Context: an optimization exercise on an open-source flow, tuned for small area, a short achievable clock period and few clock cycles per item. The choices shown serve that exercise and are no tape-out recipe. The RTL was checked by simulation tests, not by an equivalence proof against the original design.

<file path="flow/flow/run.sh">
#!/bin/bash
# The standard layout, with repair_timing aiming below the clock period
# (setup margin) so the critical paths are sized and buffered, and the port
# buffers made from the smallest buffer cell (repair sizes them up as needed).
set -euo pipefail
bash standard.sh SETUP_SLACK_MARGIN=6.8 "BUFFER_PORTS_ARGS=-buffer_cell sky130_fd_sc_hd__buf_1" finish > make.log 2>&1
</file>
<file path="flow/standard.sh">
#!/bin/bash
# synth_recipe.tcl (not shown) runs the flow's synth.tcl, then flattens the netlist and writes it again
# the make line also repeats each setting of config.mk as NAME=value (left out here)
make -C /OpenROAD-flow-scripts/flow DESIGN_CONFIG=/design/flow/config.mk WORK_HOME=/design/flow/orfs CLKGATE_MAP_FILE= SYNTH_SCRIPT=/design/flow/synth_recipe.tcl "${@:-finish}"
</file>
<file path="flow/config.mk">
export PLATFORM = sky130hd
export DESIGN_NAME = ycbcr420_to_rgb_flip_core
export DESIGN_NICKNAME = ycbcr420_to_rgb_flip_core
export VERILOG_FILES = /design/flow/design.v
export SDC_FILE = /design/flow/constraint.sdc
export NUM_CORES = 4
export LEC_CHECK = 0
export CAP_MARGIN = 20
export CORE_MARGIN = 2
export CORE_UTILIZATION = 40
export CTS_BUF_LIST = sky130_fd_sc_hd__clkbuf_8
export SLEW_MARGIN = 20
</file>
<file path="flow/constraint.sdc">
create_clock -name core_clock -period 11.0 [get_ports {clk}]
set_input_delay 2.2000 -clock core_clock [delete_from_list [all_inputs] [get_ports {clk}]]
set_output_delay 2.2000 -clock core_clock [all_outputs]
set_load 0.01 [all_outputs]
</file>
<file path="flow/design.v">
package ycrgb_pkg;
	localparam logic [9:0]  RST_COL_MAX = 10'd159;   
	localparam logic [9:0]  RST_ROW_MAX = 10'd119;   
	localparam logic [12:0] RST_ROW_STRIDE = 13'd960;
endpackage
module ycrgb_chroma
(
	input  logic [7:0] cb,    
	input  logic [7:0] cr,    
	output logic [9:0] kr,
	output logic [8:0] kg,
	output logic [9:0] kb
);
	logic signed [5:0] kb_c;    
	always_comb begin
		if ($signed(cb) >= 8'sd117) begin
			kb_c = -6'sd17;
		end else if ($signed(cb) >= 8'sd59) begin
			kb_c = -6'sd18;
		end else if ($signed(cb) >= 8'sd0) begin
			kb_c = -6'sd19;
		end else if ($signed(cb) >= -8'sd58) begin
			kb_c = -6'sd20;
		end else if ($signed(cb) >= -8'sd116) begin
			kb_c = -6'sd21;
		end else begin
			kb_c = -6'sd22;
		end
	end
	assign kb = {cb[7], cb, 1'b0} + {{4{kb_c[5]}}, kb_c};
	wire rw1 = ~cr[5] ^ cr[3];
	wire rw2 = ~cr[5] & cr[3];
	wire rw3 = ~cr[6] ^ cr[4];
	wire rw4 = ~cr[6] & cr[4];
	wire rw5 = cr[7] ^ cr[5] ^ cr[3];
	wire rw6 = (cr[7] & cr[5]) | (cr[7] & cr[3]) | (cr[5] & cr[3]);
	wire rw7 = cr[6] ^ cr[4];
	wire rw8 = cr[6] & cr[4];
	wire rw9 = ~cr[7] ^ cr[5] ^ ~cr[1];
	wire rw10 = (~cr[7] & cr[5]) | (~cr[7] & ~cr[1]) | (cr[5] & ~cr[1]);
	wire rw11 = cr[6] ^ ~cr[2] ^ cr[0];
	wire rw12 = (cr[6] & ~cr[2]) | (cr[6] & cr[0]) | (~cr[2] & cr[0]);
	wire rw13 = ~cr[7] ^ ~cr[3];
	wire rw14 = ~cr[7] & ~cr[3];
	wire rw15 = ~cr[4] ^ cr[2];
	wire rw16 = ~cr[4] & cr[2];
	wire rw17 = ~cr[5] ^ cr[3] ^ ~cr[1];
	wire rw18 = (~cr[5] & cr[3]) | (~cr[5] & ~cr[1]) | (cr[3] & ~cr[1]);
	wire rw19 = ~cr[6] ^ cr[4] ^ ~cr[2];
	wire rw20 = (~cr[6] & cr[4]) | (~cr[6] & ~cr[2]) | (cr[4] & ~cr[2]);
	wire rw21 = cr[7] ^ cr[5] ^ ~cr[3];
	wire rw22 = (cr[7] & cr[5]) | (cr[7] & ~cr[3]) | (cr[5] & ~cr[3]);
	wire rw23 = cr[6] ^ ~cr[4] ^ cr[2];
	wire rw24 = (cr[6] & ~cr[4]) | (cr[6] & cr[2]) | (~cr[4] & cr[2]);
	wire rw25 = ~cr[7] ^ ~cr[5] ^ cr[3];
	wire rw26 = (~cr[7] & ~cr[5]) | (~cr[7] & cr[3]) | (~cr[5] & cr[3]);
	wire rw27 = cr[1] ^ 1'b1;
	wire rw28 = cr[1] & 1'b1;
	wire rw29 = cr[2] ^ rw3 ^ rw2;
	wire rw30 = (cr[2] & rw3) | (cr[2] & rw2) | (rw3 & rw2);
	wire rw31 = 1'b1 ^ rw5 ^ rw4;
	wire rw32 = (1'b1 & rw5) | (1'b1 & rw4) | (rw5 & rw4);
	wire rw33 = ~cr[0] ^ rw7 ^ rw6;
	wire rw34 = (~cr[0] & rw7) | (~cr[0] & rw6) | (rw7 & rw6);
	wire rw35 = 1'b1 ^ rw9 ^ rw8;
	wire rw36 = (1'b1 & rw9) | (1'b1 & rw8) | (rw9 & rw8);
	wire rw37 = 1'b1 ^ rw11 ^ rw10;
	wire rw38 = (1'b1 & rw11) | (1'b1 & rw10) | (rw11 & rw10);
	wire rw39 = cr[1] ^ rw13 ^ rw12;
	wire rw40 = (cr[1] & rw13) | (cr[1] & rw12) | (rw13 & rw12);
	wire rw41 = ~cr[0] ^ rw15 ^ rw14;
	wire rw42 = (~cr[0] & rw15) | (~cr[0] & rw14) | (rw15 & rw14);
	wire rw43 = 1'b1 ^ rw17 ^ rw16;
	wire rw44 = (1'b1 & rw17) | (1'b1 & rw16) | (rw17 & rw16);
	wire rw45 = cr[0] ^ rw19 ^ rw18;
	wire rw46 = (cr[0] & rw19) | (cr[0] & rw18) | (rw19 & rw18);
	wire rw47 = cr[1] ^ rw21 ^ rw20;
	wire rw48 = (cr[1] & rw21) | (cr[1] & rw20) | (rw21 & rw20);
	wire rw49 = 1'b1 ^ rw23 ^ rw22;
	wire rw50 = (1'b1 & rw23) | (1'b1 & rw22) | (rw23 & rw22);
	wire rw51 = 1'b1 ^ rw25 ^ rw24;
	wire rw52 = (1'b1 & rw25) | (1'b1 & rw24) | (rw25 & rw24);
	wire rw53 = ~cr[6] ^ cr[4] ^ rw26;
	wire rw54 = (~cr[6] & cr[4]) | (~cr[6] & rw26) | (cr[4] & rw26);
	wire rw55 = cr[7] ^ cr[5];
	wire rw56 = cr[7] & cr[5];
	wire rw57 = cr[6] ^ 1'b1;
	wire rw58 = cr[6] & 1'b1;
	wire [22:0] rw59 = {1'b1,~cr[7],rw57,rw55,rw53,rw51,rw49,rw47,rw45,rw43,rw41,rw39,rw37,rw35,rw33,rw31,rw29,rw1,1'b0,1'b0,1'b0,1'b0,1'b0};
	wire [22:0] rw60 = {1'b0,rw58,rw56,rw54,rw52,rw50,rw48,rw46,rw44,rw42,rw40,rw38,rw36,rw34,rw32,rw30,rw28,rw27,1'b0,1'b0,1'b0,1'b0,1'b0};
	wire [22:0] rw61 = rw59 + rw60;
	assign kr = {rw61[22],rw61[21],rw61[20],rw61[19],rw61[18],rw61[17],rw61[16],rw61[15],rw61[14],rw61[13]};
	wire gw1 = ~cb[6] ^ cb[3];
	wire gw2 = ~cb[6] & cb[3];
	wire gw3 = cb[7] ^ cb[4];
	wire gw4 = cb[7] & cb[4];
	wire gw5 = cb[5] ^ ~cb[3];
	wire gw6 = cb[5] & ~cb[3];
	wire gw7 = ~cb[4] ^ ~cb[2];
	wire gw8 = ~cb[4] & ~cb[2];
	wire gw9 = ~cb[5] ^ ~cb[3] ^ ~cb[0];
	wire gw10 = (~cb[5] & ~cb[3]) | (~cb[5] & ~cb[0]) | (~cb[3] & ~cb[0]);
	wire gw11 = cr[5] ^ ~cr[1];
	wire gw12 = cr[5] & ~cr[1];
	wire gw13 = ~cb[6] ^ ~cb[4] ^ ~cb[1];
	wire gw14 = (~cb[6] & ~cb[4]) | (~cb[6] & ~cb[1]) | (~cb[4] & ~cb[1]);
	wire gw15 = cr[6] ^ ~cr[2];
	wire gw16 = cr[6] & ~cr[2];
	wire gw17 = cb[7] ^ ~cb[5] ^ ~cb[2];
	wire gw18 = (cb[7] & ~cb[5]) | (cb[7] & ~cb[2]) | (~cb[5] & ~cb[2]);
	wire gw19 = ~cr[7] ^ ~cr[3];
	wire gw20 = ~cr[7] & ~cr[3];
	wire gw21 = ~cb[6] ^ ~cb[3] ^ ~cr[4];
	wire gw22 = (~cb[6] & ~cb[3]) | (~cb[6] & ~cr[4]) | (~cb[3] & ~cr[4]);
	wire gw23 = cb[7] ^ ~cb[4] ^ ~cb[0];
	wire gw24 = (cb[7] & ~cb[4]) | (cb[7] & ~cb[0]) | (~cb[4] & ~cb[0]);
	wire gw25 = ~cb[5] ^ ~cb[1];
	wire gw26 = ~cb[5] & ~cb[1];
	wire gw27 = ~cb[6] ^ ~cb[2] ^ cr[7];
	wire gw28 = (~cb[6] & ~cb[2]) | (~cb[6] & cr[7]) | (~cb[2] & cr[7]);
	wire gw29 = cb[7] ^ ~cb[3];
	wire gw30 = cb[7] & ~cb[3];
	wire gw31 = ~cb[4] ^ cb[1] ^ ~cr[2];
	wire gw32 = (~cb[4] & cb[1]) | (~cb[4] & ~cr[2]) | (cb[1] & ~cr[2]);
	wire gw33 = ~cb[5] ^ cb[2] ^ ~cb[0];
	wire gw34 = (~cb[5] & cb[2]) | (~cb[5] & ~cb[0]) | (cb[2] & ~cb[0]);
	wire gw35 = ~cb[1] ^ ~cr[4] ^ cr[2];
	wire gw36 = (~cb[1] & ~cr[4]) | (~cb[1] & cr[2]) | (~cr[4] & cr[2]);
	wire gw37 = ~cr[0] ^ 1'b1;
	wire gw38 = ~cr[0] & 1'b1;
	wire gw39 = ~cb[2] ^ ~cr[5] ^ cr[3];
	wire gw40 = (~cb[2] & ~cr[5]) | (~cb[2] & cr[3]) | (~cr[5] & cr[3]);
	wire gw41 = ~cr[1] ^ gw3 ^ gw2;
	wire gw42 = (~cr[1] & gw3) | (~cr[1] & gw2) | (gw3 & gw2);
	wire gw43 = ~cr[6] ^ cr[4] ^ ~cr[2];
	wire gw44 = (~cr[6] & cr[4]) | (~cr[6] & ~cr[2]) | (cr[4] & ~cr[2]);
	wire gw45 = 1'b1 ^ gw5 ^ gw4;
	wire gw46 = (1'b1 & gw5) | (1'b1 & gw4) | (gw5 & gw4);
	wire gw47 = cb[6] ^ ~cb[4] ^ cr[7];
	wire gw48 = (cb[6] & ~cb[4]) | (cb[6] & cr[7]) | (~cb[4] & cr[7]);
	wire gw49 = cr[5] ^ ~cr[3] ^ gw6;
	wire gw50 = (cr[5] & ~cr[3]) | (cr[5] & gw6) | (~cr[3] & gw6);
	wire gw51 = ~cb[7] ^ ~cb[5] ^ cr[6];
	wire gw52 = (~cb[7] & ~cb[5]) | (~cb[7] & cr[6]) | (~cb[5] & cr[6]);
	wire gw53 = ~cr[4] ^ 1'b1;
	wire gw54 = ~cr[4] & 1'b1;
	wire gw55 = ~cb[6] ^ ~cr[7] ^ ~cr[5];
	wire gw56 = (~cb[6] & ~cr[7]) | (~cb[6] & ~cr[5]) | (~cr[7] & ~cr[5]);
	wire gw57 = ~cb[2] ^ ~cb[0];
	wire gw58 = ~cb[2] & ~cb[0];
	wire gw59 = ~cb[3] ^ ~cb[1];
	wire gw60 = ~cb[3] & ~cb[1];
	wire gw61 = cr[4] ^ ~cr[0] ^ 1'b1;
	wire gw62 = (cr[4] & ~cr[0]) | (cr[4] & 1'b1) | (~cr[0] & 1'b1);
	wire gw63 = 1'b1 ^ gw9 ^ gw11;
	wire gw64 = (1'b1 & gw9) | (1'b1 & gw11) | (gw9 & gw11);
	wire gw65 = gw13 ^ gw15 ^ gw10;
	wire gw66 = (gw13 & gw15) | (gw13 & gw10) | (gw15 & gw10);
	wire gw67 = gw17 ^ gw19 ^ gw14;
	wire gw68 = (gw17 & gw19) | (gw17 & gw14) | (gw19 & gw14);
	wire gw69 = 1'b1 ^ gw21 ^ gw18;
	wire gw70 = (1'b1 & gw21) | (1'b1 & gw18) | (gw21 & gw18);
	wire gw71 = ~cr[5] ^ 1'b1 ^ gw23;
	wire gw72 = (~cr[5] & 1'b1) | (~cr[5] & gw23) | (1'b1 & gw23);
	wire gw73 = ~cr[6] ^ 1'b1 ^ gw25;
	wire gw74 = (~cr[6] & 1'b1) | (~cr[6] & gw25) | (1'b1 & gw25);
	wire gw75 = ~cr[0] ^ 1'b1 ^ gw27;
	wire gw76 = (~cr[0] & 1'b1) | (~cr[0] & gw27) | (1'b1 & gw27);
	wire gw77 = cb[0] ^ ~cr[1] ^ gw29;
	wire gw78 = (cb[0] & ~cr[1]) | (cb[0] & gw29) | (~cr[1] & gw29);
	wire gw79 = cr[0] ^ 1'b1 ^ gw31;
	wire gw80 = (cr[0] & 1'b1) | (cr[0] & gw31) | (1'b1 & gw31);
	wire gw81 = ~cr[3] ^ cr[1] ^ gw33;
	wire gw82 = (~cr[3] & cr[1]) | (~cr[3] & gw33) | (cr[1] & gw33);
	wire gw83 = gw1 ^ gw35 ^ gw37;
	wire gw84 = (gw1 & gw35) | (gw1 & gw37) | (gw35 & gw37);
	wire gw85 = gw39 ^ gw41 ^ gw36;
	wire gw86 = (gw39 & gw41) | (gw39 & gw36) | (gw41 & gw36);
	wire gw87 = gw43 ^ gw45 ^ gw40;
	wire gw88 = (gw43 & gw45) | (gw43 & gw40) | (gw45 & gw40);
	wire gw89 = gw47 ^ gw49 ^ gw44;
	wire gw90 = (gw47 & gw49) | (gw47 & gw44) | (gw49 & gw44);
	wire gw91 = gw51 ^ gw53 ^ gw48;
	wire gw92 = (gw51 & gw53) | (gw51 & gw48) | (gw53 & gw48);
	wire gw93 = 1'b1 ^ gw55 ^ gw52;
	wire gw94 = (1'b1 & gw55) | (1'b1 & gw52) | (gw55 & gw52);
	wire gw95 = cb[7] ^ ~cr[6] ^ 1'b1;
	wire gw96 = (cb[7] & ~cr[6]) | (cb[7] & 1'b1) | (~cr[6] & 1'b1);
	wire gw97 = cr[2] ^ 1'b1;
	wire gw98 = cr[2] & 1'b1;
	wire gw99 = cr[3] ^ gw59 ^ gw58;
	wire gw100 = (cr[3] & gw59) | (cr[3] & gw58) | (gw59 & gw58);
	wire gw101 = gw7 ^ gw61 ^ gw60;
	wire gw102 = (gw7 & gw61) | (gw7 & gw60) | (gw61 & gw60);
	wire gw103 = gw8 ^ gw63 ^ gw62;
	wire gw104 = (gw8 & gw63) | (gw8 & gw62) | (gw63 & gw62);
	wire gw105 = gw12 ^ gw65 ^ gw64;
	wire gw106 = (gw12 & gw65) | (gw12 & gw64) | (gw65 & gw64);
	wire gw107 = gw16 ^ gw67 ^ gw66;
	wire gw108 = (gw16 & gw67) | (gw16 & gw66) | (gw67 & gw66);
	wire gw109 = gw20 ^ gw69 ^ gw68;
	wire gw110 = (gw20 & gw69) | (gw20 & gw68) | (gw69 & gw68);
	wire gw111 = gw22 ^ gw71 ^ gw70;
	wire gw112 = (gw22 & gw71) | (gw22 & gw70) | (gw71 & gw70);
	wire gw113 = gw24 ^ gw73 ^ gw72;
	wire gw114 = (gw24 & gw73) | (gw24 & gw72) | (gw73 & gw72);
	wire gw115 = gw26 ^ gw75 ^ gw74;
	wire gw116 = (gw26 & gw75) | (gw26 & gw74) | (gw75 & gw74);
	wire gw117 = gw28 ^ gw77 ^ gw76;
	wire gw118 = (gw28 & gw77) | (gw28 & gw76) | (gw77 & gw76);
	wire gw119 = gw30 ^ gw79 ^ gw78;
	wire gw120 = (gw30 & gw79) | (gw30 & gw78) | (gw79 & gw78);
	wire gw121 = gw32 ^ gw81 ^ gw80;
	wire gw122 = (gw32 & gw81) | (gw32 & gw80) | (gw81 & gw80);
	wire gw123 = gw34 ^ gw83 ^ gw82;
	wire gw124 = (gw34 & gw83) | (gw34 & gw82) | (gw83 & gw82);
	wire gw125 = gw38 ^ gw85 ^ gw84;
	wire gw126 = (gw38 & gw85) | (gw38 & gw84) | (gw85 & gw84);
	wire gw127 = gw42 ^ gw87 ^ gw86;
	wire gw128 = (gw42 & gw87) | (gw42 & gw86) | (gw87 & gw86);
	wire gw129 = gw46 ^ gw89 ^ gw88;
	wire gw130 = (gw46 & gw89) | (gw46 & gw88) | (gw89 & gw88);
	wire gw131 = gw50 ^ gw91 ^ gw90;
	wire gw132 = (gw50 & gw91) | (gw50 & gw90) | (gw91 & gw90);
	wire gw133 = gw54 ^ gw93 ^ gw92;
	wire gw134 = (gw54 & gw93) | (gw54 & gw92) | (gw93 & gw92);
	wire gw135 = gw56 ^ gw95 ^ gw94;
	wire gw136 = (gw56 & gw95) | (gw56 & gw94) | (gw95 & gw94);
	wire gw137 = cr[7] ^ 1'b1 ^ gw96;
	wire gw138 = (cr[7] & 1'b1) | (cr[7] & gw96) | (1'b1 & gw96);
	wire [23:0] gw139 = {gw138,gw137,gw135,gw133,gw131,gw129,gw127,gw125,gw123,gw121,gw119,gw117,gw115,gw113,gw111,gw109,gw107,gw105,gw103,gw101,gw99,gw57,1'b0,1'b0};
	wire [23:0] gw140 = {1'b0,gw136,gw134,gw132,gw130,gw128,gw126,gw124,gw122,gw120,gw118,gw116,gw114,gw112,gw110,gw108,gw106,gw104,gw102,gw100,gw98,gw97,1'b0,1'b0};
	wire [23:0] gw141 = gw139 + gw140;
	assign kg = {gw141[23],gw141[22],gw141[21],gw141[20],gw141[19],gw141[18],gw141[17],gw141[16],gw141[15]};
endmodule
module ycrgb_luma
(
	input  logic [7:0] luma,
	output logic [8:0] yy
);
	wire w1 = luma[4] ^ luma[2];
	wire w2 = luma[4] & luma[2];
	wire w3 = luma[5] ^ luma[3] ^ luma[1];
	wire w4 = (luma[5] & luma[3]) | (luma[5] & luma[1]) | (luma[3] & luma[1]);
	wire w5 = luma[6] ^ luma[4];
	wire w6 = luma[6] & luma[4];
	wire w7 = luma[7] ^ luma[5] ^ luma[3];
	wire w8 = (luma[7] & luma[5]) | (luma[7] & luma[3]) | (luma[5] & luma[3]);
	wire w9 = luma[6] ^ luma[4];
	wire w10 = luma[6] & luma[4];
	wire w11 = luma[7] ^ luma[5];
	wire w12 = luma[7] & luma[5];
	wire w13 = luma[7] ^ luma[2];
	wire w14 = luma[7] & luma[2];
	wire w15 = luma[3] ^ luma[1];
	wire w16 = luma[3] & luma[1];
	wire w17 = luma[0] ^ 1'b1 ^ w1;
	wire w18 = (luma[0] & 1'b1) | (luma[0] & w1) | (1'b1 & w1);
	wire w19 = 1'b1 ^ w3 ^ w2;
	wire w20 = (1'b1 & w3) | (1'b1 & w2) | (w3 & w2);
	wire w21 = luma[2] ^ w5 ^ w4;
	wire w22 = (luma[2] & w5) | (luma[2] & w4) | (w5 & w4);
	wire w23 = luma[0] ^ w7 ^ w6;
	wire w24 = (luma[0] & w7) | (luma[0] & w6) | (w7 & w6);
	wire w25 = luma[1] ^ w9 ^ w8;
	wire w26 = (luma[1] & w9) | (luma[1] & w8) | (w9 & w8);
	wire w27 = luma[2] ^ w11 ^ w10;
	wire w28 = (luma[2] & w11) | (luma[2] & w10) | (w11 & w10);
	wire w29 = luma[6] ^ luma[3] ^ w12;
	wire w30 = (luma[6] & luma[3]) | (luma[6] & w12) | (luma[3] & w12);
	wire w31 = luma[7] ^ luma[4];
	wire w32 = luma[7] & luma[4];
	wire [20:0] w33 = {1'b0,luma[7],luma[6],luma[5],w31,w29,w27,w25,w23,w21,w19,w17,w15,luma[0],luma[6],luma[5],1'b0,1'b0,1'b0,1'b0,1'b0};
	wire [20:0] w34 = {1'b0,1'b0,1'b0,w32,w30,w28,w26,w24,w22,w20,w18,w16,w14,w13,luma[1],luma[0],1'b0,1'b0,1'b0,1'b0,1'b0};
	wire [20:0] w35 = w33 + w34;
	assign yy = {w35[20],w35[19],w35[18],w35[17],w35[16],w35[15],w35[14],w35[13],w35[12]};
endmodule
module ycbcr420_to_rgb_flip_core
#(
	parameter int MAX_WIDTH  = 2048,
	parameter int MAX_HEIGHT = 2048
) (
	input  logic        clk,
	input  logic        arst_n,
	input  logic        wr_en,
	input  logic [1:0]  wr_index,
	input  logic [12:0] wr_data,
	input  logic        s_tvalid,
	output logic        s_tready,
	input  logic [47:0] s_tdata,
	output logic        m_tvalid,
	input  logic        m_tready,
	output logic [71:0] m_tdata,
	output logic        m_tlast,
	output logic        m_tuser
);
	function automatic logic [7:0] sat8(input logic signed [10:0] v);
		if (v[10]) begin
			sat8 = 8'd0;
		end else if (v[9] | v[8]) begin
			sat8 = 8'd255;
		end else begin
			sat8 = v[7:0];
		end
	endfunction
	logic        ph;        
	logic        v1;
	logic        v2;
	logic        ld2;
	logic        r2_free;
	logic        ov;
	logic        olast;     
	logic        addr_ok;
	logic        adv;       
	logic        r1_free;
	logic        ld1;
	logic        ld1_in;    
	logic        ld_lo;
	logic        acc;
	logic        skid_v;    
	logic [7:0]  sk_a;
	logic [7:0]  sk_b;
	assign adv      = v2 && (!ov || m_tready) && addr_ok;
	assign r2_free  = !v2 || adv;
	assign ld2      = v1 && r2_free;
	assign r1_free  = !v1 || ld2;
	assign ld1      = r1_free && (skid_v || s_tvalid);
	assign ld1_in   = r1_free && !skid_v && s_tvalid;
	assign ld_lo    = adv && !olast;
	assign s_tready = ph && !skid_v;
	assign acc      = s_tvalid && s_tready;
	always_ff @(posedge clk or negedge arst_n) begin
		if (!arst_n) begin
			ph     <= 1'b0;
			skid_v <= 1'b0;
			v1     <= 1'b0;
			v2     <= 1'b0;
			ov     <= 1'b0;
			olast  <= 1'b1;
		end else begin
			if (ld1_in || acc) begin
				ph <= !ph;
			end
			if (acc && !r1_free) begin
				skid_v <= 1'b1;
			end else if (r1_free) begin
				skid_v <= 1'b0;
			end
			if (r1_free) begin
				v1 <= skid_v || s_tvalid;
			end
			if (r2_free) begin
				v2 <= v1;
			end
			if (adv) begin
				ov    <= 1'b1;
				olast <= !olast;
			end else if (m_tready) begin
				ov    <= 1'b0;
			end
		end
	end
	always_ff @(posedge clk) begin
		if (acc && !r1_free) begin
			sk_a <= s_tdata[23:16];
			sk_b <= s_tdata[31:24];
		end
	end
	logic [7:0] ya_q;
	logic [7:0] yb_q;
	logic [7:0] cb_q;
	logic [7:0] cr_q;
	always_ff @(posedge clk) begin
		if (ld1) begin
			ya_q <= skid_v ? sk_a : (ph ? s_tdata[23:16] : s_tdata[7:0]);
			yb_q <= skid_v ? sk_b : (ph ? s_tdata[31:24] : s_tdata[15:8]);
		end
		if (ld1_in) begin
			cb_q <= s_tdata[39:32];
			cr_q <= s_tdata[47:40];
		end
	end
	logic [8:0]        yy_a;
	logic [8:0]        yy_b;
	logic signed [9:0] kr;
	logic signed [8:0] kg;
	logic signed [9:0] kb;
	ycrgb_luma u_luma_a (.luma(ya_q), .yy(yy_a));
	ycrgb_luma u_luma_b (.luma(yb_q), .yy(yy_b));
	ycrgb_chroma u_chroma (
		.cb (cb_q ^ 8'h80),
		.cr (cr_q ^ 8'h80),
		.kr (kr),
		.kg (kg),
		.kb (kb)
	);
	logic [8:0]        yy_a_q;
	logic [8:0]        yy_b_q;
	logic signed [9:0] kr_q;
	logic signed [8:0] kg_q;
	logic signed [9:0] kb_q;
	always_ff @(posedge clk) begin
		if (ld2) begin
			yy_a_q <= yy_a;
			yy_b_q <= yy_b;
			kr_q   <= kr;
			kg_q   <= kg;
			kb_q   <= kb;
		end
	end
	function automatic logic [10:0] add11(input logic [10:0] a, input logic [10:0] b);
		logic c;
		c = 1'b0;
		for (int i = 0; i < 11; i++) begin
			add11[i] = a[i] ^ b[i] ^ c;
			c        = (a[i] & b[i]) | (c & (a[i] ^ b[i]));
		end
	endfunction
	logic [9:0]  cm;        
	logic [9:0]  rm;        
	logic [12:0] stride;
	logic [9:0]  col;       
	logic [9:0]  row;       
	logic        lc_q;      
	logic        lr_q;      
	logic        lr_q2;
	logic        wr_q;      
	logic        clamp;
	logic        lc_adv;
	logic        lr_adv;
	logic [23:0] base;      
	logic        bvalid;
	logic        bstart;
	logic [3:0]  bcnt;
	logic        kbit_q;
	logic        st_q;
	logic [9:0]  wr_max;
	logic [9:0]  col_n;
	logic [9:0]  row_n;
	logic [9:0]  kmul;
	logic [15:0] kmul_x;
	logic [23:0] badd_a;
	logic [23:0] badd_b;
	logic [23:0] badd;
	logic        row_step;
	logic        wr_geo;
	function automatic logic ge10(input logic [9:0] a, input logic [9:0] b);
		logic c;
		c = 1'b1;
		for (int i = 0; i < 10; i++) begin
			c = (a[i] & ~b[i]) | ((a[i] | ~b[i]) & c);
		end
		ge10 = c;
	endfunction
	function automatic logic [9:0] inc10(input logic [9:0] a);
		logic c;
		c = 1'b1;
		for (int i = 0; i < 10; i++) begin
			inc10[i] = a[i] ^ c;
			c        = a[i] & c;
		end
	endfunction
	logic [9:0] col_p1;
	logic [9:0] row_p1;
	assign col_p1 = inc10(col);
	assign row_p1 = inc10(row);
	always_comb begin
		if (wr_data[10:0] == 11'd0) begin
			wr_max = 10'd0;
		end else if (wr_data[10]) begin
			wr_max = 10'd1023;
		end else begin
			wr_max = wr_data[9:0] - 10'd1;
		end
	end
	assign wr_geo = wr_en && (wr_index != 2'd3);
	always_ff @(posedge clk or negedge arst_n) begin
		if (!arst_n) begin
			cm     <= ycrgb_pkg::RST_COL_MAX;
			rm     <= ycrgb_pkg::RST_ROW_MAX;
			stride <= ycrgb_pkg::RST_ROW_STRIDE;
		end else if (wr_en) begin
			case (wr_index)
				2'd0: cm     <= wr_max;
				2'd1: rm     <= wr_max;
				2'd2: stride <= wr_data;
				default: ;
			endcase
		end
	end
	assign row_step = ld_lo && lc_q && !lr_q;
	assign clamp    = !bvalid && !wr_q && !wr_geo;
	assign lc_adv   = lc_q ? (cm == 10'd0) : ge10(col_p1, cm);
	assign lr_adv   = lc_q ? (lr_q ? (rm == 10'd0) : ge10(row_p1, rm)) : lr_q;
	always_comb begin
		col_n = col;
		row_n = row;
		if (ld_lo) begin
			if (lc_q) begin
				col_n = 10'd0;
				row_n = lr_q ? 10'd0 : row_p1;
			end else begin
				col_n = col_p1;
			end
		end else if (clamp) begin
			if (lc_q) begin
				col_n = cm;
			end
			if (lr_q) begin
				row_n = rm;
			end
		end
	end
	always_ff @(posedge clk or negedge arst_n) begin
		if (!arst_n) begin
			col   <= '0;
			row   <= '0;
			lc_q  <= 1'b0;
			lr_q  <= 1'b0;
			lr_q2 <= 1'b0;
			wr_q  <= 1'b0;
		end else begin
			col   <= col_n;
			row   <= row_n;
			if (ld_lo) begin
				lc_q <= lc_adv;
				lr_q <= lr_adv;
			end else begin
				lc_q <= (clamp && lc_q) || ge10(col, cm);
				lr_q <= (clamp && lr_q) || ge10(row, rm);
			end
			lr_q2 <= lr_q;
			wr_q  <= wr_geo;
		end
	end
	assign kmul   = lr_q ? rm : (rm - row);
	assign kmul_x = {6'd0, kmul};
	assign bstart = st_q || wr_q || (lr_q && !lr_q2);
	logic [14:0] badd_lo;
	logic [9:0]  bhi_dec;
	logic [9:0]  bhi_inc;
	assign badd_a  = bvalid ? base : {base[22:0], 1'b0};
	assign badd_b  = bvalid ? ~(24'({stride, 1'b0})) : (kbit_q ? 24'({stride, 1'b0}) : 24'd0);
	assign badd_lo = {1'b0, badd_a[13:0]} + {1'b0, badd_b[13:0]} + 15'(bvalid);
	assign bhi_dec = base[23:14] - 10'd1;
	assign bhi_inc = base[22:13] + 10'd1;
	always_comb begin
		if (bvalid) begin
			badd = {badd_lo[14] ? base[23:14] : bhi_dec, badd_lo[13:0]};
		end else begin
			badd = {badd_lo[14] ? bhi_inc : base[22:13], badd_lo[13:0]};
		end
	end
	always_ff @(posedge clk or negedge arst_n) begin
		if (!arst_n) begin
			bvalid <= 1'b0;
			bcnt   <= 4'd10;
			st_q   <= 1'b1;
		end else begin
			st_q <= 1'b0;
			if (bstart) begin
				bvalid <= 1'b0;
				bcnt   <= 4'd10;
			end else if (!bvalid) begin
				if (bcnt == 4'd0) begin
					bvalid <= 1'b1;
				end
				bcnt <= bcnt - 4'd1;
			end
		end
	end
	always_ff @(posedge clk) begin
		if (bstart) begin
			base   <= '0;
			kbit_q <= 1'b0;
		end else begin
			if (!bvalid || row_step) begin
				base <= badd;
			end
			kbit_q <= kmul_x[bcnt - 4'd1];
		end
	end
	assign addr_ok = olast ? (bvalid || lr_q) : 1'b1;
	logic [47:0] opix;
	logic [23:0] ooff;
	logic        ouser;
	logic [23:0] up_off;
	logic [23:0] bsel;
	logic [13:0] up_lo;
	logic [13:0] lo_lo;
	logic [10:0] bsel_inc;
	logic [10:0] ooff_inc;
	logic [23:0] lo_off;
	assign bsel     = lr_q ? 24'd0 : base;
	assign up_lo    = {1'b0, bsel[12:0]} + 14'({col, 2'b00}) + 14'({col, 1'b0});
	assign bsel_inc = bsel[23:13] + 11'd1;
	assign up_off   = {up_lo[13] ? bsel_inc : bsel[23:13], up_lo[12:0]};
	assign lo_lo    = {1'b0, ooff[12:0]} + {1'b0, stride};
	assign ooff_inc = ooff[23:13] + 11'd1;
	assign lo_off   = {lo_lo[13] ? ooff_inc : ooff[23:13], lo_lo[12:0]};
	always_ff @(posedge clk) begin
		if (adv) begin
			opix[7:0]   <= sat8(add11(11'(yy_a_q), 11'(kr_q)));
			opix[15:8]  <= sat8(add11(11'(yy_a_q), 11'(kg_q)));
			opix[23:16] <= sat8(add11(11'(yy_a_q), 11'(kb_q)));
			opix[31:24] <= sat8(add11(11'(yy_b_q), 11'(kr_q)));
			opix[39:32] <= sat8(add11(11'(yy_b_q), 11'(kg_q)));
			opix[47:40] <= sat8(add11(11'(yy_b_q), 11'(kb_q)));
			ooff        <= olast ? up_off : lo_off;
			ouser       <= !olast && lc_q && lr_q;
		end
	end
	assign m_tvalid = ov;
	assign m_tlast  = olast;
	assign m_tuser  = ouser;
	assign m_tdata  = {ooff, opix};
endmodule
</file>
==> results.json, run 1 <==
{
  "cp.required_ps": 11380,
  "slew_headroom_pct": 34.58,
  "synth_area_um2": 20230,
  "period_minus_slack_ps": 4095,
  "critical_path.max_stage_delay_ps": 580,
  "first_pass_iters": 5,
  "setup_ws_ps": 6905,
  "hold_viol": 0,
  "clockBufferDepth": 3,
  "utilization_pct": 46.33,
  "r2r_end": "kg_q[7]$_DFFE_PP_",
  "port_buffers": 143,
  "clock_latency_ps": 650,
  "timing.critical_path.mode_cell": "fa_1",
  "drive_gt1_share_pct": 11.39,
  "syn-num-nets": 2379,
  "cts_made_buffers": 51,
  "die_x_um": 228.9,
  "yosysTopAreaCellShare_pct": 24.94,
  "holdPathEnd": "v2$_DFFE_PN0P_",
  "clock-sinks": 262,
  "worstPathCellList": "clkinvlp_4 > buf_4 > fa_1 > fa_1 > fa_1 > ha_4 > a21o_1 > a221oi_2 > a21oi_2 > o41a_1 > nand4_1 > nand3b_1 > a21oi_2 > xnor2_1",
  "setup_viol": 0,
  "num-fill-cells": 4741,
  "yosys_most_used_dff": "edfxtp_1",
  "gp_congestion": 0.9290,
  "hpwl_um": 38230,
  "area_growth_pct": 14.66,
  "initial_utilization_pct": 40.40,
  "synth.distinct_cells": 83,
  "drc_errors": 0,
  "tns_ps": 0,
  "worstMarginPinSlew_ps": 981.4,
  "yosysMostFrequentCell": "inv_1",
  "critPathBufInv": 2,
  "yosys-top-cells-count": "243 x inv_1, 217 x ha_1, 179 x nor2_1",
  "r2r_cells": 14,
  "avgSynthCellArea_um2": 10.31,
  "crit_type": "reg -> reg",
  "grt_pass1_vias": 15200,
  "timing.max_cap.violations": 0,
  "drt-total-wl_um": 51180,
  "antenna_found_initial": 0,
  "dieArea_um2": 52390,
  "crit_arrival_ps": 4480,
  "grt_first_pass_wirelength_um": 81350,
  "cts_hold_buf": 0,
  "row_count": 82,
  "whs_path_depth": 1,
  "cp_slowest_cell": "fa_1",
  "hp-class": "reg -> reg",
  "fmax_mhz": 244.2,
  "min-delay-start": "v1$_DFFE_PN0P_",
  "cts_tree": "done",
  "rsz0062_at_grt": "yes",
  "synth_async_sr_flop_share_pct": 26.34,
  "endpoint_kind": "flip-flop",
  "clkTransAtPathRegs_ps": 60,
  "skew_ps": 59.91,
  "cp-start-kind": "flip-flop",
  "yosysWarningCount": 2,
  "rr_startpoint": "cb_q[4]$_DFFE_PP_",
  "ys_ff_latch": 262,
  "syn_inst": 1962,
  "synthTopCellsByArea": "edfxtp_1 25%, ha_1 13%, fa_1 13%",
  "ff2ff_setup_slack_ps": 6910,
  "synth_top_area_cell": "edfxtp_1",
  "timing.final.crit_share_pct": 37.22,
  "grt.total_usage_pct": 19.48,
  "nets": 2578,
  "critical-path-top-delay-family": "adder cells",
  "grt_overflow_total": 0,
  "htreeDepth": 2,
  "drt_iter0_drc": 886,
  "synth_edf_count": 168,
  "cts_root_buf": "clkbuf_8",
  "ys_seq_area_share_pct": 36.07,
  "path_max_fanout": 3,
  "ios": 144,
  "coreArea_um2": 50070,
  "post-place-ws_ps": 6368,
  "route.vias.total": 15040,
  "ant_nets": 0,
  "insertedDiodeCount": 0,
  "grt_start_max_net_pins": 70,
  "wl_per_cell_um": 17.80,
  "drv_slew": 0,
  "vias_per_cell": 5.230,
  "die_h_um": 228.9,
  "status": "complete, no violations"
}
-- cells in the final DEF (no fill, tap or decap), drive strengths merged, types with 25 or more instances in the layout --
cell type	Yosys	final
inv	243	247
xor2	37	37
nor3	48	48
nor2b	26	26
xnor2	73	73
buf	8	198
dfrtp	49	49
edfxtp	168	168
o21ai	89	89
a21oi	100	100
fa	132	132
dfxtp	25	25
nand3	25	25
o22ai	26	26
mux2i	28	28
mux2	27	27
clkbuf	43	64
nor2	179	179
ha	217	217
nand2	134	134
-- routing by layer --
layer / wire, µm / track usage (%)
met1: 22740 / 25.97
met2: 24150 / 32.34
met4: 1340 / 5.560
met5: 0 / 0
met3: 2947 / 3.705
-- flip-flops by register name (all words and copies together) (netlist names), 13 cells and up --
name / cells
stride: 13
opix: 48
base: 24
ooff: 24
-- worst max path at each step --
stage / start / end / slack [ps] / depth (start not counted)
final: cb_q[4]$_DFFE_PP_ / kg_q[7]$_DFFE_PP_ / 6910 / 14
after global routing: cb_q[3]$_DFFE_PP_ / kg_q[8]$_DFFE_PP_ / 6720 / 17
after floorplan: cb_q[5]$_DFFE_PP_ / kg_q[7]$_DFFE_PP_ / 6830 / 13
after global placement: cb_q[6]$_DFFE_PP_ / kg_q[7]$_DFFE_PP_ / 6450 / 13
after detailed placement: cb_q[5]$_DFFE_PP_ / kg_q[7]$_DFFE_PP_ / 6370 / 13
after CTS: cb_q[4]$_DFFE_PP_ / kg_q[7]$_DFFE_PP_ / 6800 / 17
-- timing repair --
action	4_1_cts	5_1_grt
resized for setup	13	22
buffers inserted	20	23
pin swaps	0	17
endpoints found under the setup margin	8	11
-- layout make-up --
cell class              count  area (µm²)  share of cell area [%]
flip-flops and latches    262        7301                   31.47
clock buffers              64       880.8                   3.797
clock inverters            32       292.8                   1.262
well taps                 672       840.8                   3.625
inverters                 244       942.2                   4.062
repair buffers            198       962.2                   4.148
multi-input cells        1404       11980                   51.63
-- cells by family after synthesis --
| logic type | after synthesis | synth area share, % |
|---|---|---|
| compound gates | 382 | 12.15 |
| xor+xnor | 110 | 4.762 |
| fa+ha+maj | 355 | 26.78 |
| buf+inv | 296 | 5.560 |
| flops | 262 | 36.07 |
| mux | 58 | 3.222 |
| other cells | 1 | 0.01854 |
| simple gates | 498 | 11.43 |
-- stage by stage --
stage / cell area (µm²) / std cells / hold WS (ps)
after floorplan: 20250 / 1962 / 412.5
after global placement: 21520 / 2737 / 448.1
after detailed placement: 21520 / 2737 / 459.0
after CTS: 22870 / 2853 / 473.7
after global routing: 23200 / 2876 / 492.4
final: 23200 / 2876 / 476.1
Testbench counts, summed over its fixed seeds: cycles 19,304, items 9,600.
==> run 2, diff against run 1 <==
==> flow/flow/run.sh (replaced) <==
#!/bin/bash
# The standard layout, with repair_timing aiming below the clock period
# (setup margin) so the critical paths are sized and buffered, and the port
# buffers made from the smallest buffer cell (repair sizes them up as needed).
set -euo pipefail
bash standard.sh SETUP_SLACK_MARGIN=7.0 "BUFFER_PORTS_ARGS=-buffer_cell sky130_fd_sc_hd__buf_1" finish > make.log 2>&1
--- a/flow/config.mk
+++ b/flow/config.mk
@@ -10,3 +10,4 @@
 export CORE_UTILIZATION = 40
 export CTS_BUF_LIST = sky130_fd_sc_hd__clkbuf_8
+export CTS_CLUSTER_SIZE = 16
 export SLEW_MARGIN = 20
==> results.json, run 2 <==
{
  "status": "complete, no violations",
  "worstPathCellList": "buf_6 > buf_6 > fa_2 > inv_2 > fa_2 > fa_2 > ha_1 > a21o_1 > a221oi_4 > a21oi_2 > o41a_1 > buf_4 > a21o_1 > a21oi_2 > xnor2_1",
  "synth.distinct_cells": 83,
  "skew_ps": 30.38,
  "min-delay-start": "base[4]$_SDFFE_PP0P_",
  "grt_start_max_net_pins": 70,
  "tns_ps": 0,
  "hold_viol": 0,
  "r2r_cells": 15,
  "row_count": 82,
  "ys_ff_latch": 262,
  "ios": 144,
  "timing.final.crit_share_pct": 36.42,
  "crit_type": "reg -> reg",
  "worstMarginPinSlew_ps": 1001,
  "synth_top_area_cell": "edfxtp_1",
  "yosysMostFrequentCell": "inv_1",
  "first_pass_iters": 5,
  "gp_congestion": 0.8889,
  "drc_errors": 0,
  "top_regs": "opix (48), base (24), ooff (24)",
  "coreArea_um2": 50070,
  "cts_root_buf": "clkbuf_8",
  "critical_path.max_stage_delay_ps": 480,
  "avgSynthCellArea_um2": 10.31,
  "synth_edf_count": 168,
  "final_cell_mix": "234 x inv_1, 199 x ha_1, 176 x nor2_1",
  "clock-sinks": 262,
  "yosysWarningCount": 2,
  "insertedDiodeCount": 0,
  "clockBufferDepth": 3,
  "area_growth_pct": 15.67,
  "drive_gt1_share_pct": 14.18,
  "grt_pass1_vias": 14950,
  "period_minus_slack_ps": 4006,
  "instances_no_fill": 2880,
  "dieArea_um2": 52390,
  "layout_commonest_cell": "inv_1",
  "drt-total-wl_um": 51590,
  "post-place-ws_ps": 6481,
  "largest_register_ffs": 48,
  "holdWs_ps": 480.1,
  "cp-start-kind": "flip-flop",
  "grt_overflow_total": 0,
  "setup_viol": 0,
  "die_x_um": 228.9,
  "yosysTopAreaCellShare_pct": 24.94,
  "cts_made_buffers": 49,
  "hp-class": "reg -> reg",
  "clock_latency_ps": 630,
  "initial_utilization_pct": 40.40,
  "dp.cells": 2738,
  "clkTransAtPathRegs_ps": 60,
  "whs_path_depth": 2,
  "synth_area_um2": 20230,
  "fmax_mhz": 249.6,
  "rsz0062_at_grt": "yes",
  "crit_arrival_ps": 4360,
  "ys_seq_area_share_pct": 36.07,
  "grt.total_usage_pct": 19.57,
  "rr_startpoint": "cb_q[5]$_DFFE_PP_",
  "cp.required_ps": 11350,
  "endpoint_kind": "flip-flop",
  "yosys_most_used_dff": "edfxtp_1",
  "critPathLaunch": "cb_q[5]$_DFFE_PP_",
  "top_register": "opix",
  "antenna_found_initial": 1,
  "drt_iter0_drc": 913,
  "path_max_fanout": 2,
  "ant_nets": 0,
  "grt_first_pass_wirelength_um": 81200,
  "cts_hold_buf": 0,
  "hpwl_um": 38140,
  "die_h_um": 228.9,
  "route.vias.total": 14990,
  "htreeDepth": 2,
  "yosys-top-cells-count": "243 x inv_1, 217 x ha_1, 179 x nor2_1",
  "drv_slew": 0,
  "syn_inst": 1962,
  "setup_ws_ps": 6994,
  "nets": 2585,
  "port_buffers": 143,
  "cp_slowest_cell": "edfxtp_1",
  "cts_tree": "done",
  "timing.max_cap.violations": 0,
  "syn-num-nets": 2379,
  "vias_per_cell": 5.206,
  "timing.critical_path.mode_cell": "fa_2",
  "synthTopCellsByArea": "edfxtp_1 25%, ha_1 13%, fa_1 13%",
  "synth_async_sr_flop_share_pct": 26.34,
  "wl_per_cell_um": 17.91,
  "ff2ff_setup_slack_ps": 6990,
  "slew_headroom_pct": 33.24
}
==> run 2: worst paths after layout <==
check | to
max reg2reg | kg_q[5]$_DFFE_PP_
min in group asynchronous | ov$_DFFE_PN0P_
max | kg_q[5]$_DFFE_PP_
max in group asynchronous | col[3]$_DFFE_PN0P_
min reg2reg | base[4]$_SDFFE_PP0P_
min | base[4]$_SDFFE_PP0P_
==> run 2: cell type report <==
class	count	area (µm²)
timing repair buffer	207	1060
tap	672	840.8
clock inverter	39	262.8
clock buffer	52	715.7
sequential	262	7297
multi-input combinational	1404	12270
fill	4767	26670
inverter	244	949.7
==> run 2: logic make-up after synthesis <==
family	synth area share, %
simple gates	11.43
compound gates	12.15
fa+ha+maj	26.78
buf+inv	5.560
flops	36.07
xor+xnor	4.762
mux	3.222
other cells	0.01854
==> run 2: critical path: cells and delay by family, from the launching register on <==
| kind | cells | cell delay (ps) |
|---|---|---|
| AOI/OAI and AO/OA | 6 | 1280 |
| buffers and inverters | 4 | 480 |
| DFF | 1 | 480 |
| xor gates and xnor gates | 1 | 80 |
| adders and majority gates | 4 | 1420 |
==> run 2: per-stage QoR <==
step           util (%)  cell area, µm²
4_1_cts           45.82           22940
6_report          46.74           23400
5_1_grt           46.74           23400
3_5_place_dp      43.05           21550
3_3_place_gp      43.05           21550
2_1_floorplan         -           20280
==> run 2: repair_timing <==
| action | in CTS | in global routing |
|---|---|---|
| buffers inserted | 39 | 11 |
| endpoints found under the hold margin | 0 | 0 |
| pin swaps | 19 | 40 |
| resized for setup | 32 | 78 |
| setup endpoints to repair | 30 | 63 |
==> run 2: per-layer routing <==
metal | global-route usage, % | vias up | share of wire (%)
met2 | 32.22 | 438 | 47
li1 | - | 7246 | -
met4 | 4.972 | 0 | 2.1
met1 | 26.55 | 7234 | 45
met5 | 0 | - | 0
met3 | 3.743 | 76 | 6.1
==> run 3, diff against run 2 <==
--- a/flow/config.mk
+++ b/flow/config.mk
@@ -10,4 +10,4 @@
 export CORE_UTILIZATION = 40
 export CTS_BUF_LIST = sky130_fd_sc_hd__clkbuf_8
-export CTS_CLUSTER_SIZE = 16
+export CTS_CLUSTER_SIZE = 13
 export SLEW_MARGIN = 20
==> results.json, run 3 <==
{
  "drc_errors": 0,
  "grt.total_usage_pct": 19.57,
  "hpwl_um": 38140,
  "worstMarginPinSlew_ps": 1001,
  "synth_async_sr_flop_share_pct": 26.34,
  "drive_gt1_share_pct": 14.18,
  "syn_inst": 1962,
  "yosysWarningCount": 2,
  "setup_viol": 0,
  "ys_ff_latch": 262,
  "period_minus_slack_ps": 4006,
  "port_buffers": 143,
  "ios": 144,
  "yosysMostFrequentCell": "inv_1",
  "final_cell_mix": "234 x inv_1, 199 x ha_1, 176 x nor2_1",
  "top_register": "opix",
  "die_h_um": 228.9,
  "drv_slew": 0,
  "endpoint_kind": "flip-flop",
  "synthTopCellsByArea": "edfxtp_1 25%, ha_1 13%, fa_1 13%",
  "status": "complete, no violations",
  "cts_made_buffers": 49,
  "grt_start_max_net_pins": 70,
  "crit_arrival_ps": 4360,
  "route.vias.total": 14990,
  "path_max_fanout": 2,
  "synth_area_um2": 20230,
  "clkTransAtPathRegs_ps": 60,
  "timing.final.crit_share_pct": 36.42,
  "avgSynthCellArea_um2": 10.31,
  "htreeDepth": 2,
  "cp-start-kind": "flip-flop",
  "instances_no_fill": 2880,
  "largest_register_ffs": 48,
  "slew_headroom_pct": 33.24,
  "crit_type": "reg -> reg",
  "grt_first_pass_wirelength_um": 81200,
  "rsz0062_at_grt": "yes",
  "top_regs": "opix (48), base (24), ooff (24)",
  "insertedDiodeCount": 0,
  "clockBufferDepth": 3,
  "grt_overflow_total": 0,
  "dieArea_um2": 52390,
  "syn-num-nets": 2379,
  "cts_tree": "done",
  "cp.required_ps": 11350,
  "skew_ps": 30.38,
  "timing.max_cap.violations": 0,
  "coreArea_um2": 50070,
  "grt_pass1_vias": 14950,
  "clock-sinks": 262,
  "row_count": 82,
  "num-fill-cells": 4767,
  "drt_iter0_drc": 913,
  "gp_congestion": 0.8889,
  "wl_per_cell_um": 17.91,
  "drt-total-wl_um": 51590,
  "die_x_um": 228.9,
  "yosys-top-cells-count": "243 x inv_1, 217 x ha_1, 179 x nor2_1",
  "synth_top_area_cell": "edfxtp_1",
  "antenna_found_initial": 1,
  "dp.cells": 2738,
  "nets": 2585,
  "ys_seq_area_share_pct": 36.07,
  "ant_nets": 0,
  "yosys_most_used_dff": "edfxtp_1",
  "initial_utilization_pct": 40.40,
  "synth.distinct_cells": 83,
  "clock_latency_ps": 630,
  "cts_root_buf": "clkbuf_8",
  "hold_viol": 0,
  "layout_commonest_cell": "inv_1",
  "vias_per_cell": 5.206,
  "yosysTopAreaCellShare_pct": 24.94,
  "first_pass_iters": 5,
  "area_growth_pct": 15.67,
  "hp-class": "reg -> reg",
  "synth_edf_count": 168,
  "tns_ps": 0,
  "fmax_mhz": 249.6
}
-- run 3: cell counts after synthesis --
No cell type changed its count.
-- run 3: cell type report --
class / instances / area (µm²) / area share [%]
clock buffers: 52 / 715.7 / 3.059
clock inverters: 39 / 262.8 / 1.123
inverters: 244 / 949.7 / 4.058
multi-input cells: 1404 / 12270 / 52.45
flip-flops and latches: 262 / 7297 / 31.18
well taps: 672 / 840.8 / 3.593
repair buffers: 207 / 1060 / 4.529
-- run 3: timing repair --
item / in CTS / in global routing
hold buffers: 0 / 0
setup buffers: 39 / 11
endpoints found under the setup margin: 30 / 63
gates resized for setup: 32 / 78
pin swaps: 19 / 40
-- run 3: metal layers --
layer	vias to the layer above	global-route usage, %	share of wire, %
li1	7246	-	-
met4	0	4.972	2.1
met5	-	0	0
met3	76	3.743	6.1
met1	7234	26.55	45
met2	438	32.22	47
-- run 3: metrics by stage --
stage / setup slack (ps) / hold WS [ps] / area [µm²] / utilization (%)
after floorplan: 6976 / 412.5 / 20280 / -
after global placement: 6522 / 448.2 / 21550 / 43.05
after detailed placement: 6481 / 465.6 / 21550 / 43.05
after CTS: 6950 / 479.1 / 22940 / 45.82
after global routing: 6862 / 501.1 / 23400 / 46.74
final: 6994 / 480.1 / 23400 / 46.74
-- run 3: final timing paths --
path | from | endpoint | slack, ps | cells after the start
worst max-delay path | cb_q[5]$_DFFE_PP_ | kg_q[5]$_DFFE_PP_ | 6990 | 15
worst min-delay path | base[4]$_SDFFE_PP0P_ | base[4]$_SDFFE_PP0P_ | 480 | 2
worst max register to register | cb_q[5]$_DFFE_PP_ | kg_q[5]$_DFFE_PP_ | 6990 | 15
worst min register to register | base[4]$_SDFFE_PP0P_ | base[4]$_SDFFE_PP0P_ | 480 | 2
max in group asynchronous | arst_n | col[3]$_DFFE_PN0P_ | 8550 | 2
min in group asynchronous | arst_n | ov$_DFFE_PN0P_ | 1790 | 2
-- run 3: kinds of logic (layout without fill, tap and decap cells) --
logic type	after synthesis	in the layout	synth area share, %
xor gates and xnor gates	110	110	4.762
adders and majority gates	355	355	26.78
AOI/OAI and AO/OA	382	382	12.15
buffers and inverters	296	542	5.560
muxes	58	58	3.222
and+or+nand+nor	498	498	11.43
DFF	262	262	36.07
other	1	1	0.01854
-- run 3: critical path, cell delays in order (launching register included) --
cell	delay, ps
edfxtp_1	480
buf_6	160
buf_6	100
fa_2	330
inv_2	70
fa_2	440
fa_2	460
ha_1	190
a21o_1	200
a221oi_4	290
a21oi_2	120
o41a_1	370
buf_4	150
a21o_1	170
a21oi_2	130
xnor2_1	80
==> run 4, diff against run 3 <==
--- a/flow/config.mk
+++ b/flow/config.mk
@@ -10,4 +10,5 @@
 export CORE_UTILIZATION = 40
 export CTS_BUF_LIST = sky130_fd_sc_hd__clkbuf_8
-export CTS_CLUSTER_SIZE = 13
+export CTS_CLUSTER_DIAMETER = 100
+export CTS_CLUSTER_SIZE = 12
 export SLEW_MARGIN = 20
==> results.json, run 4 <==
{
  "cp.required_ps": 11460,
  "grt_start_max_net_pins": 70,
  "drv_slew": 0,
  "status": "complete, no violations",
  "synthTopCellsByArea": "edfxtp_1 25%, ha_1 13%, fa_1 13%",
  "clock-sinks": 262,
  "antenna_found_initial": 1,
  "rsz0062_at_grt": "yes",
  "route.vias.total": 14830,
  "wl_per_cell_um": 17.99,
  "cts_made_buffers": 26,
  "crit_arrival_ps": 4490,
  "setup_viol": 0,
  "nets": 2559,
  "top_register": "opix",
  "path_max_fanout": 5,
  "dieArea_um2": 52390,
  "worstMarginPinSlew_ps": 979.0,
  "port_buffers": 143,
  "htreeDepth": 1,
  "die_x_um": 228.9,
  "largest_register_ffs": 48,
  "clockBufferDepth": 3,
  "initial_utilization_pct": 40.40,
  "clkTransAtPathRegs_ps": 80,
  "synth_area_um2": 20230,
  "final_cell_mix": "242 x inv_1, 196 x ha_1, 169 x nor2_1",
  "gp_congestion": 0.8889,
  "ios": 144,
  "drive_gt1_share_pct": 13.14,
  "hold_viol": 0,
  "grt.total_usage_pct": 19.20,
  "crit_type": "reg -> reg",
  "cts_tree": "done",
  "syn-num-nets": 2379,
  "ant_nets": 0,
  "yosys-top-cells-count": "243 x inv_1, 217 x ha_1, 179 x nor2_1",
  "vias_per_cell": 5.233,
  "insertedDiodeCount": 0,
  "syn_inst": 1962,
  "yosysTopAreaCellShare_pct": 24.94,
  "grt_overflow_total": 0,
  "row_count": 82,
  "cts_hold_buf": 0,
  "cts_root_buf": "clkbuf_8",
  "ys_seq_area_share_pct": 36.07,
  "layout_commonest_cell": "inv_1",
  "r2r_cells": 15,
  "fmax_mhz": 248.2,
  "synth.distinct_cells": 83,
  "grt_pass1_vias": 14720,
  "instances_no_fill": 2834,
  "clock_latency_ps": 620,
  "ys_ff_latch": 262,
  "top_regs": "opix (48), base (24), ooff (24)",
  "hp-class": "reg -> reg",
  "endpoint_kind": "flip-flop",
  "timing.max_cap.violations": 0,
  "yosysWarningCount": 2,
  "coreArea_um2": 50070,
  "dp.cells": 2738,
  "skew_ps": 28.61,
  "yosys_most_used_dff": "edfxtp_1",
  "slew_headroom_pct": 34.73,
  "grt_first_pass_wirelength_um": 79990,
  "die_h_um": 228.9,
  "whs_path_depth": 2,
  "hpwl_um": 38140,
  "first_pass_iters": 7,
  "area_growth_pct": 13.59,
  "avgSynthCellArea_um2": 10.31,
  "synth_async_sr_flop_share_pct": 26.34,
  "period_minus_slack_ps": 4028,
  "synth_edf_count": 168,
  "timing.final.crit_share_pct": 36.62,
  "cp-start-kind": "flip-flop",
  "tns_ps": 0,
  "drt-total-wl_um": 50990,
  "synth_top_area_cell": "edfxtp_1",
  "drc_errors": 0,
  "drt_iter0_drc": 790,
  "yosysMostFrequentCell": "inv_1"
}
[run 4: final cells by class]
class	count	area [µm²]
sequential	262	7297
fill	4826	27090
clock buffer	28	385.4
inverter	244	949.7
tap	672	840.8
timing repair buffer	204	1054
multi-input combinational	1404	12350
clock inverter	20	105.1
[run 4: final timing paths]
check | to | startpoint | slack [ps]
hold / removal | base[4]$_SDFFE_PP0P_ | base[4]$_SDFFE_PP0P_ | 480
min in group asynchronous | stride[12]$_DFFE_PN0P_ | arst_n | 1820
setup reg to reg | opix[42]$_SDFFCE_PP0P_ | yy_b_q[0]$_DFFE_PP_ | 6970
setup / recovery | opix[42]$_SDFFCE_PP0P_ | yy_b_q[0]$_DFFE_PP_ | 6970
max in group asynchronous | col[5]$_DFFE_PN0P_ | arst_n | 8540
hold reg to reg | base[4]$_SDFFE_PP0P_ | base[4]$_SDFFE_PP0P_ | 480
[run 4: critical path, stage by stage, from the launching register on]
cell	delay (ps)
edfxtp_1	470
buf_6	160
buf_6	110
ha_4	150
fa_2	360
fa_2	380
fa_2	380
fa_2	360
inv_2	70
fa_2	200
fa_2	210
fa_2	210
fa_2	500
nand2_4	150
nor2_1	60
nor2_1	110
[run 4: repair_timing]
action | 4_1_cts | 5_1_grt
pin swaps | 17 | 50
endpoints found under the hold margin | 0 | 0
setup endpoints to repair | 31 | 64
resized for setup | 34 | 99
setup buffers | 39 | 8
[run 4: logic make-up after synthesis]
| family | after synthesis | share of synthesized area, % |
|---|---|---|
| mux | 58 | 3.222 |
| other cells | 1 | 0.01854 |
| fa+ha+maj | 355 | 26.78 |
| compound gates | 382 | 12.15 |
| flops | 262 | 36.07 |
| simple gates | 498 | 11.43 |
| xor+xnor | 110 | 4.762 |
| buf+inv | 296 | 5.560 |
[run 4: metal layers]
layer	track usage, %	share of wire (%)	routed length, µm	vias to the layer above
met5	0.09191	0	0	-
met4	4.343	2.4	1214	0
met3	2.969	5.1	2600	65
met2	31.90	47	24080	347
met1	26.45	45	23090	7257
li1	-	-	-	7161
[run 4: metrics by stage]
| step | cell area (µm²) | utilization, % | hold WS (ps) | setup WS, ps |
|---|---|---|---|---|
| global placement | 21550 | 43.05 | 448.2 | 6522 |
| global route | 22980 | 45.90 | 504.7 | 6812 |
| detailed placement | 21550 | 43.05 | 465.6 | 6481 |
| floorplan | 20280 | - | 412.5 | 6976 |
| CTS | 22490 | 44.91 | 485.6 | 6952 |
| finish | 22980 | 45.90 | 482.7 | 6972 |
==> run 5, diff against run 4 <==
--- a/flow/config.mk
+++ b/flow/config.mk
@@ -10,5 +10,5 @@
 export CORE_UTILIZATION = 40
 export CTS_BUF_LIST = sky130_fd_sc_hd__clkbuf_8
-export CTS_CLUSTER_DIAMETER = 100
-export CTS_CLUSTER_SIZE = 12
+export CTS_CLUSTER_DIAMETER = 60
+export CTS_CLUSTER_SIZE = 18
 export SLEW_MARGIN = 20
==> results.json, run 5 <==
{
  "crit_type": "reg -> reg",
  "slew_headroom_pct": 33.02,
  "synthTopCellsByArea": "edfxtp_1 25%, ha_1 13%, fa_1 13%",
  "initial_utilization_pct": 40.40,
  "wl_per_cell_um": 17.99,
  "skew_ps": 51.90,
  "cts_made_buffers": 34,
  "insertedDiodeCount": 0,
  "die_h_um": 228.9,
  "synth_area_um2": 20230,
  "cp.required_ps": 11360,
  "cp-start-kind": "flip-flop",
  "grt_overflow_total": 0,
  "grt.total_usage_pct": 19.43,
  "ys_seq_area_share_pct": 36.07,
  "clkTransAtPathRegs_ps": 100,
  "drc_errors": 0,
  "largest_register_ffs": 48,
  "vias_per_cell": 5.207,
  "clockBufferDepth": 3,
  "grt_start_max_net_pins": 70,
  "first_pass_iters": 5,
  "die_x_um": 228.9,
  "area_growth_pct": 15.35,
  "clock-sinks": 262,
  "dieArea_um2": 52390,
  "port_buffers": 143,
  "yosysMostFrequentCell": "inv_1",
  "htreeDepth": 2,
  "setup_viol": 0,
  "crit_arrival_ps": 4370,
  "yosysWarningCount": 2,
  "grt_first_pass_wirelength_um": 80330,
  "synth.distinct_cells": 83,
  "holdWs_ps": 482.8,
  "clock_latency_ps": 620,
  "antenna_found_initial": 1,
  "gp_congestion": 0.8889,
  "drv_slew": 0,
  "endpoint_kind": "flip-flop",
  "hold_viol": 0,
  "synth_edf_count": 168,
  "top_regs": "opix (48), base (24), ooff (24)",
  "drt-total-wl_um": 51240,
  "worstMarginPinSlew_ps": 1005,
  "num-fill-cells": 4778,
  "ios": 144,
  "cts_tree": "done",
  "hp-class": "reg -> reg",
  "cts_hold_buf": 0,
  "layout_commonest_cell": "inv_1",
  "syn-num-nets": 2379,
  "cts_root_buf": "clkbuf_8",
  "ant_nets": 0,
  "nets": 2567,
  "fmax_mhz": 249.1,
  "drt_iter0_drc": 880,
  "drive_gt1_share_pct": 14.34,
  "grt_pass1_vias": 14810,
  "status": "complete, no violations",
  "final_cell_mix": "226 x inv_1, 195 x ha_1, 169 x nor2_1",
  "top_register": "opix",
  "route.vias.total": 14830,
  "synth_async_sr_flop_share_pct": 26.34,
  "period_minus_slack_ps": 4014,
  "path_max_fanout": 3,
  "synth_top_area_cell": "edfxtp_1",
  "ys_ff_latch": 262,
  "hpwl_um": 38140,
  "tns_ps": 0,
  "coreArea_um2": 50070,
  "syn_inst": 1962,
  "yosysTopAreaCellShare_pct": 24.94,
  "rsz0062_at_grt": "yes",
  "yosys-top-cells-count": "243 x inv_1, 217 x ha_1, 179 x nor2_1",
  "avgSynthCellArea_um2": 10.31,
  "yosys_most_used_dff": "edfxtp_1",
  "timing.final.crit_share_pct": 36.49,
  "row_count": 82,
  "timing.max_cap.violations": 0
}
-- run 5: cell counts after synthesis --
No cell type changed its count.
-- run 5: kinds of logic (layout without fill, tap and decap cells) --
group | count (synthesis) | in the layout | synth area share [%]
other | 1 | 1 | 0.01854
and+or+nand+nor | 498 | 498 | 11.43
AOI/OAI and AO/OA | 382 | 382 | 12.15
DFF | 262 | 262 | 36.07
buffers and inverters | 296 | 510 | 5.560
muxes | 58 | 58 | 3.222
adders and majority gates | 355 | 355 | 26.78
xor gates and xnor gates | 110 | 110 | 4.762
-- run 5: routing by layer --
| layer | global-route usage (%) | vias up | share of wire, % | routed length (µm) |
|---|---|---|---|---|
| li1 | - | 7197 | - | - |
| met1 | 26.29 | 7206 | 45 | 23060 |
| met2 | 31.78 | 356 | 47 | 24110 |
| met3 | 4.017 | 70 | 5.6 | 2858 |
| met4 | 5.093 | 0 | 2.4 | 1212 |
| met5 | 0 | - | 0 | 0 |
-- run 5: repair_timing --
item | 4_1_cts | 5_1_grt
gates resized for setup | 34 | 92
setup endpoints to repair | 42 | 66
setup buffers | 41 | 6
pin swaps | 17 | 47
-- run 5: path summary, 6_finish.rpt --
kind                                     endpoint  cells past startpoint                 start  slack, ps
min in group asynchronous  stride[11]$_DFFE_PN0P_                      2                arst_n       1800
min reg2reg                  base[4]$_SDFFE_PP0P_                      2  base[4]$_SDFFE_PP0P_        480
max in group asynchronous      col[3]$_DFFE_PN0P_                      2                arst_n       8510
max reg2reg                     kg_q[5]$_DFFE_PP_                     13     cb_q[5]$_DFFE_PP_       6990
min                          base[4]$_SDFFE_PP0P_                      2  base[4]$_SDFFE_PP0P_        480
max                             kg_q[5]$_DFFE_PP_                     13     cb_q[5]$_DFFE_PP_       6990
-- run 5: area by class of cell --
class	instances	area, µm²	share of cell area, %
Multi-Input combinational cell	1404	12350	52.91
Clock buffer	35	481.7	2.064
Inverter	244	948.4	4.064
Tap cell	672	840.8	3.603
Timing Repair Buffer	204	1042	4.466
Sequential cell	262	7297	31.27
Clock inverter	27	377.9	1.619
-- run 5: worst max-delay path, cell delays in order, from the launching register on --
cell and delay, ps:
edfxtp_1 490, inv_4 110, fa_1 420, fa_1 520, fa_1 460, ha_4 260
a21o_1 180, a221oi_4 310, a21oi_2 120, o41a_1 370, buf_4 150, a21o_1 170
a21oi_2 130, xnor2_1 80
-- run 5: stage by stage --
| step | setup WS (ps) | instances | util (%) | area, µm² |
|---|---|---|---|---|
| after floorplan | 6976 | 1962 | - | 20280 |
| after global placement | 6522 | 2738 | 43.05 | 21550 |
| after detailed placement | 6481 | 2738 | 43.05 | 21550 |
| after CTS | 6959 | 2841 | 45.67 | 22870 |
| after global routing | 6862 | 2848 | 46.61 | 23330 |
| final | 6986 | 2848 | 46.61 | 23330 |

## port drivers added, routing unchanged
In the flow no input, the clock included, has a driving cell. The finished layouts below were timed again as built, in two steps.
Step 1 assumes that a clkbuf_16 drives the clock port and a buf_2 every other input.
Step 2 times the ports against the registers' clock, not the clock port: input delays grow and output delays shrink by t, the midpoint of the rising clock arrivals with the driver on.
Slacks: no drivers / after step 1 / after step 2; pairs: no drivers / after step 1.
| run | shift t [ns] | setup slack, ns | worst setup path at the end | slew at the worst register clock pin (ns) | worst data-port slew with drivers (ns) |
|---|---|---|---|---|---|
| run 1 | 0.673 | 6.905 / 6.905 / 6.543 | input to register | 0.07 / 0.07 | 0.06 |
| run 2 | 0.670 | 6.994 / 6.994 / 6.556 | input to register | 0.07 / 0.07 | 0.06 |
| run 3 | 0.670 | 6.994 / 6.994 / 6.556 | input to register | 0.07 / 0.07 | 0.06 |
| run 4 | 0.653 | 6.972 / 6.972 / 6.539 | input to register | 0.10 / 0.10 | 0.07 |
| run 5 | 0.645 | 6.986 / 6.986 / 6.521 | input to register | 0.11 / 0.11 | 0.06 |
After both steps every run listed still meets setup and hold. For run 5, which loses most, drivers alone change the setup slack by 0.000 ns; drivers and shift together by -0.465 ns.
